From an optimization exercise on the open Yosys and OpenROAD flow, aimed at a short achievable clock period and few clock cycles per item; shortcuts taken in it are not production practice. In this exercise RTL edits were held to simulation tests only and were not proved equivalent to the original. Power is estimated from default activity; no workload was simulated.

--- config.mk ---
export PLATFORM = sky130hd
export DESIGN_NAME = mips_multicycle
export DESIGN_NICKNAME = mips_multicycle
export VERILOG_FILES = /design/flow/design.v
export SDC_FILE = /design/flow/constraint.sdc
export NUM_CORES = 4
export LEC_CHECK = 0
export CAP_MARGIN = 20
export CORE_MARGIN = 2
export CORE_UTILIZATION = 40
export SLEW_MARGIN = 20
--- constraint.sdc ---
create_clock -name core_clock -period 6.0 [get_ports {clk}]
set_input_delay 1.2000 -clock core_clock [delete_from_list [all_inputs] [get_ports {clk}]]
set_output_delay 1.2000 -clock core_clock [all_outputs]
set_load 0.01 [all_outputs]
--- run.sh ---
#!/bin/bash
# synth_recipe.tcl (not shown) runs the flow's synth.tcl, then flattens the netlist and writes it again
# the make line also repeats each setting of config.mk as NAME=value (left out here)
make -C /OpenROAD-flow-scripts/flow DESIGN_CONFIG=/design/flow/config.mk WORK_HOME=/design/flow/orfs CLKGATE_MAP_FILE= SYNTH_SCRIPT=/design/flow/synth_recipe.tcl finish
--- design.v ---
module mips_multicycle #(
  parameter int          ADDR_WIDTH = 12,
  parameter logic [31:0] RESET_PC   = 32'h0000_0000,
  parameter int          NUM_REGS   = 32
) (
  input  logic                  clk,
  input  logic                  reset,
  output logic                  mem_req,
  output logic                  mem_we,
  output logic [ADDR_WIDTH-1:0] mem_addr,
  output logic [31:0]           mem_wdata,
  input  logic [31:0]           mem_rdata,
  input  logic                  mem_ready,
  output logic                  halted,
  output logic                  retire_valid,
  output logic [31:0]           retire_pc
);
  localparam int RW = NUM_REGS > 1 ? $clog2(NUM_REGS) : 1;
  typedef enum logic [2:0] {FETCH, DECODE, EXEC, MEM, WB, HALT} state_t;
  state_t state_q, state_d;
  logic [31:0] pc_q, pc_d, ipc_q, ir_q, a_q, b_q, alu_q, alu_d, mdr_q;
  logic [31:0] rf_q [NUM_REGS];
  logic [5:0] op, fn;
  logic [4:0] rs, rt, rd, wb_idx;
  logic [31:0] simm, ea, alu_r;
  logic is_r, is_lw, is_sw, is_beq, is_bne, is_addi, is_j, legal, taken;
  assign op      = ir_q[31:26];
  assign rs      = ir_q[25:21];
  assign rt      = ir_q[20:16];
  assign rd      = ir_q[15:11];
  assign fn      = ir_q[5:0];
  assign simm    = {{16{ir_q[15]}}, ir_q[15:0]};
  assign is_r    = op == 6'h00;
  assign is_lw   = op == 6'h23;
  assign is_sw   = op == 6'h2B;
  assign is_beq  = op == 6'h04;
  assign is_bne  = op == 6'h05;
  assign is_addi = op == 6'h08;
  assign is_j    = op == 6'h02;
  assign legal   = (is_r && (fn == 6'h20 || fn == 6'h22 || fn == 6'h24 || fn == 6'h25 || fn == 6'h2A))
                 || is_lw || is_sw || is_beq || is_bne || is_addi || is_j;
  assign ea      = a_q + simm;
  assign taken   = is_beq ? a_q == b_q : a_q != b_q;
  assign alu_r   = fn == 6'h20 ? a_q + b_q :
                   fn == 6'h22 ? a_q - b_q :
                   fn == 6'h24 ? a_q & b_q :
                   fn == 6'h25 ? a_q | b_q : {31'b0, $signed(a_q) < $signed(b_q)};
  assign wb_idx  = is_r ? rd : rt;
  assign retire_pc = ipc_q;
  logic [31:0] rs_val, rt_val;
  assign rs_val = (rs != 5'd0 && {27'b0, rs} < NUM_REGS) ? rf_q[rs[RW-1:0]] : 32'h0;
  assign rt_val = (rt != 5'd0 && {27'b0, rt} < NUM_REGS) ? rf_q[rt[RW-1:0]] : 32'h0;
  always_comb begin
    state_d = state_q;
    pc_d = pc_q;
    alu_d = alu_q;
    mem_req = 1'b0;
    mem_we = 1'b0;
    mem_addr = '0;
    mem_wdata = '0;
    halted = 1'b0;
    retire_valid = 1'b0;
    case (state_q)
      FETCH: begin
        if (pc_q[1:0] != 2'b00) state_d = HALT;
        else begin
          mem_req = 1'b1;
          mem_addr = pc_q[ADDR_WIDTH-1:0];
          if (mem_ready) begin
            pc_d = pc_q + 32'd4;
            state_d = DECODE;
          end
        end
      end
      DECODE: begin
        alu_d = pc_q + (simm << 2);
        if (!legal) state_d = HALT;
        else if (is_j) begin
          pc_d = {pc_q[31:28], ir_q[25:0], 2'b00};
          retire_valid = 1'b1;
          state_d = FETCH;
        end else state_d = EXEC;
      end
      EXEC: begin
        if (is_r || is_addi) begin
          alu_d = is_r ? alu_r : ea;
          state_d = WB;
        end else if (is_lw || is_sw) begin
          alu_d = ea;
          state_d = ea[1:0] != 2'b00 ? HALT : MEM;
        end else begin
          pc_d = taken ? alu_q : pc_q;
          retire_valid = 1'b1;
          state_d = FETCH;
        end
      end
      MEM: begin
        mem_req = 1'b1;
        mem_we = is_sw;
        mem_addr = alu_q[ADDR_WIDTH-1:0];
        mem_wdata = b_q;
        if (mem_ready) begin
          retire_valid = is_sw;
          state_d = is_sw ? FETCH : WB;
        end
      end
      WB: begin
        retire_valid = 1'b1;
        state_d = FETCH;
      end
      default: halted = 1'b1;
    endcase
    if (reset) begin
      mem_req = 1'b0;
      mem_we = 1'b0;
      mem_addr = '0;
      mem_wdata = '0;
      halted = 1'b0;
      retire_valid = 1'b0;
    end
  end
  always_ff @(posedge clk) begin
    if (reset) begin
      state_q <= FETCH;
      pc_q <= RESET_PC;
      ipc_q <= '0;
      ir_q <= '0;
      a_q <= '0;
      b_q <= '0;
      alu_q <= '0;
      mdr_q <= '0;
      for (int i = 0; i < NUM_REGS; i++) rf_q[i] <= '0;
    end else begin
      state_q <= state_d;
      pc_q <= pc_d;
      alu_q <= alu_d;
      if (state_q == FETCH && state_d == DECODE) begin
        ir_q <= mem_rdata;
        ipc_q <= pc_q;
      end
      if (state_q == DECODE) begin
        a_q <= rs_val;
        b_q <= rt_val;
      end
      if (state_q == MEM && state_d == WB) mdr_q <= mem_rdata;
      if (state_q == WB && wb_idx != 5'd0 && {27'b0, wb_idx} < NUM_REGS)
        rf_q[wb_idx[RW-1:0]] <= is_lw ? mdr_q : alu_q;
    end
  end
endmodule
==> flow_metrics.tcl <==
set metrics [dict create \
    coreArea_sq_mm 0.1736 \
    drive_gt1_frac 0.2022 \
    synth_flop_cell "edfxtp_1" \
    synthTopCellsByCount "1300 x nor2_1, 1024 x edfxtp_1, 640 x mux4_2" \
    start_util 0.4016 \
    synth_top_cell_by_area "edfxtp_1" \
    grt_pass1_wl_microns 356900 \
    cts_buffers 141 \
    gp_congestion 0.9560 \
    finalSetupTns_ns 0 \
    hp-class "register to register" \
    worstMarginPinSlew_ns 1.208 \
    vdd_drop_max_uv 273.9 \
    crit_path_end_kind "output port" \
    tritoncts "done" \
    yosysWarnings 1 \
    fp-row-count 153 \
    fmax_mhz 204.6 \
    nets 5876 \
    final_cell_area_sq_mm 0.07900 \
    io_pins 115 \
    dpl-instance-area_sq_mm 0.07434 \
    grt_use_total 0.2772 \
    drc_errors 0 \
    outcome "finished clean" \
    crit_type "register to output port" \
    vias 50941 \
    viasPerCell 6.271 \
    wire_per_inst_microns 30.91 \
    yosysMostFrequentCell "nor2_1" \
    syn_inst 5714 \
    insertion_delay_ns 0.80 \
    p_leak_uw 0.02542 \
    synth.area.top_cells "edfxtp_1 44%, mux4_2 21%, nor2_1 7.0%, dfxtp_1 6.8%, ha_1 2.8%" \
    hold_violations 0 \
    power_density_mw_per_mm2 398.6 \
    die_w_microns 421.5 \
    cts.sinks 1261 \
    crit_fanout 16 \
    antenna_found_initial 4 \
    drv_slew 0 \
    cts.htree.levels 4 \
    required_ns 4.80 \
    drtAntennaViolNets 0 \
    drt_iter0_drc 7056 \
    grt_setup_unrepaired "no" \
    fin_crit_ns 4.888 \
    place_hpwl_microns 166900 \
    synth_async_sr_flop_share 0 \
    fp.dieH_microns 421.5 \
    clk_pin_slew_ns 0.06 \
    grt_overflow 0 \
    cts_root_buffer "clkbuf_16" \
    ys_ff_latch 1261 \
    crit_arrival_ns 3.69 \
    post-cts-setup-buffer-count 0 \
    synth.distinct_cells 93 \
    grt_max_degree 89 \
    ctsHoldBuffers 0 \
    drt-pass1-iter-count 6 \
    synth_edf_count 1024 \
    max-slew-margin-rel 0.1718 \
    cap_viol_max_count 0 \
    fin_crit_sh 0.8147 \
    netlist_area_sq_mm 0.06974 \
    clk_path_buf_depth 3 \
    grt_pass1_vias 49773 \
    yosys.area.top_type_share 0.4409 \
    syn_area_per_cell_sq_um 12.20 \
    setup_viol 0 \
    ctsResizeCount 0 \
    cp-start-kind "register" \
    io_buffers 114 \
    synth_seq_area_share 0.5090 \
    final.setup_skew_ns 0.06461 \
    area_growth_pct 13.29 \
    die_area_sq_mm 0.1777 \
    wl_microns 251100 \
]
==> worst max-delay path: stages (launching register included) <==
cell and delay [ns]:
dfxtp_1 0.72, nor2b_1 0.31, or4_1 0.80, nor2_1 0.43, clkdlybuf4s50_1 0.62
==> power by group <==
group	leakage (uW)	switching [uW]	total (uW)	internal (uW)
Clock	0.00223	3830	8710	4870
Sequential	0.0125	1040	11000	9960
Combinational	0.0107	7400	11800	4390
Total	0.0254	12300	31500	19200
==> through the flow <==
step | worst slack, ns | power [uW] | instances | hold slack (ns) | util
floorplan | 2.437 | 18080 | 5745 | 0.4360 | -
global placement | 1.482 | 22540 | 7848 | 0.4426 | 0.4268
detailed placement | 1.476 | 22650 | 7859 | 0.4483 | 0.4281
CTS | 1.158 | 31280 | 8118 | 0.4557 | 0.4546
global route | 0.9890 | 32460 | 8121 | 0.4718 | 0.4550
finish | 1.112 | 31490 | 8123 | 0.4510 | 0.4550
==> logic make-up (layout without fill, tap and decap cells) <==
kind of cell / after synthesis / after routing / share of synthesized area
simple gates: 1948 / 1948 / 0.1144
flops: 1261 / 1261 / 0.5090
other cells: 1 / 34 / 0.00005377
xor+xnor: 85 / 85 / 0.01068
fa+ha+maj: 161 / 161 / 0.02932
buf+inv: 634 / 685 / 0.03581
compound gates: 879 / 879 / 0.07905
mux: 745 / 745 / 0.2218
==> metal layers <==
layer  share of wire  global-route usage
met1            0.37              0.3588
met4           0.047              0.1197
met2            0.47              0.4448
met5               0                   0
met3            0.11             0.06717
==> cell type report <==
cell class | count | area, sq um
antenna | 2 | 5.005
clock buffer | 179 | 3701
clock inverter | 80 | 895.9
fill | 15642 | 94630
inverter | 125 | 469.2
multi-input combinational | 3850 | 32490
sequential | 1261 | 35530
tap | 2325 | 2909
timing repair buffer | 301 | 3007
==> cell usage in the layout (no fill, tap or decap), drive strengths merged, types with 32 or more instances in the layout <==
cell type,instances
edfxtp,1024
inv,132
nor4,47
o21ai,153
buf,188
dfxtp,237
clkinv,60
conb,32
xor2,32
a21oi,360
nand3,46
clkbuf,179
nor3,41
a211oi,39
clkdlybuf4s50,113
nand2,379
mux2i,105
nor2,1301
xnor2,53
mux4,640
a21o,43
ha,157
==> final timing paths <==
check,startpoint,endpoint,slack (ns),cells after the start
worst max-delay path,state_q[1],mem_addr[10],1.11,4
worst min-delay path,ipc_q[28],ipc_q[28],0.45,2
worst max register to register,ir_q[26],rf_q[8][5],1.59,11
worst min register to register,ipc_q[28],ipc_q[28],0.45,2
==> registers in the layout, summed over array words and instances (netlist names), named ones only <==
signal   flops
a_q         32
alu_q       32
ipc_q       32
ir_q        32
rf_q      1024
b_q         32
state_q      3
pc_q        32
mdr_q       32
Testbench counts, summed over its fixed seeds: cycles 237,432, instructions 53,074.

## separate check: timing with driven ports
Ports are ideal in the flow. The routed layout listed here was re-timed in OpenROAD.
Step 1, drivers: a clkbuf_16 drives clk and a buf_2 each remaining input, both assumed.
Step 2 moves the port delays by t, midway between the first and last clock arrival at a register: inputs arrive t later, outputs are due t later. That takes back most of the time a late clock gives input paths.
Slacks: no drivers / after step 1 / after step 2; pairs: no drivers / after step 1.
shift t [ns]: 0.860
setup WS [ns]: 1.112 / 1.025 / 1.383
hold slack, ns: 0.451 / 0.451 / 0.451
clock arrival spread, ns: 0.068 / 0.068
cell pins on the clock port's net: 1
After both steps this run still meets setup and hold. For this run, drivers alone change the setup slack by -0.087 ns; drivers and shift together by +0.271 ns.
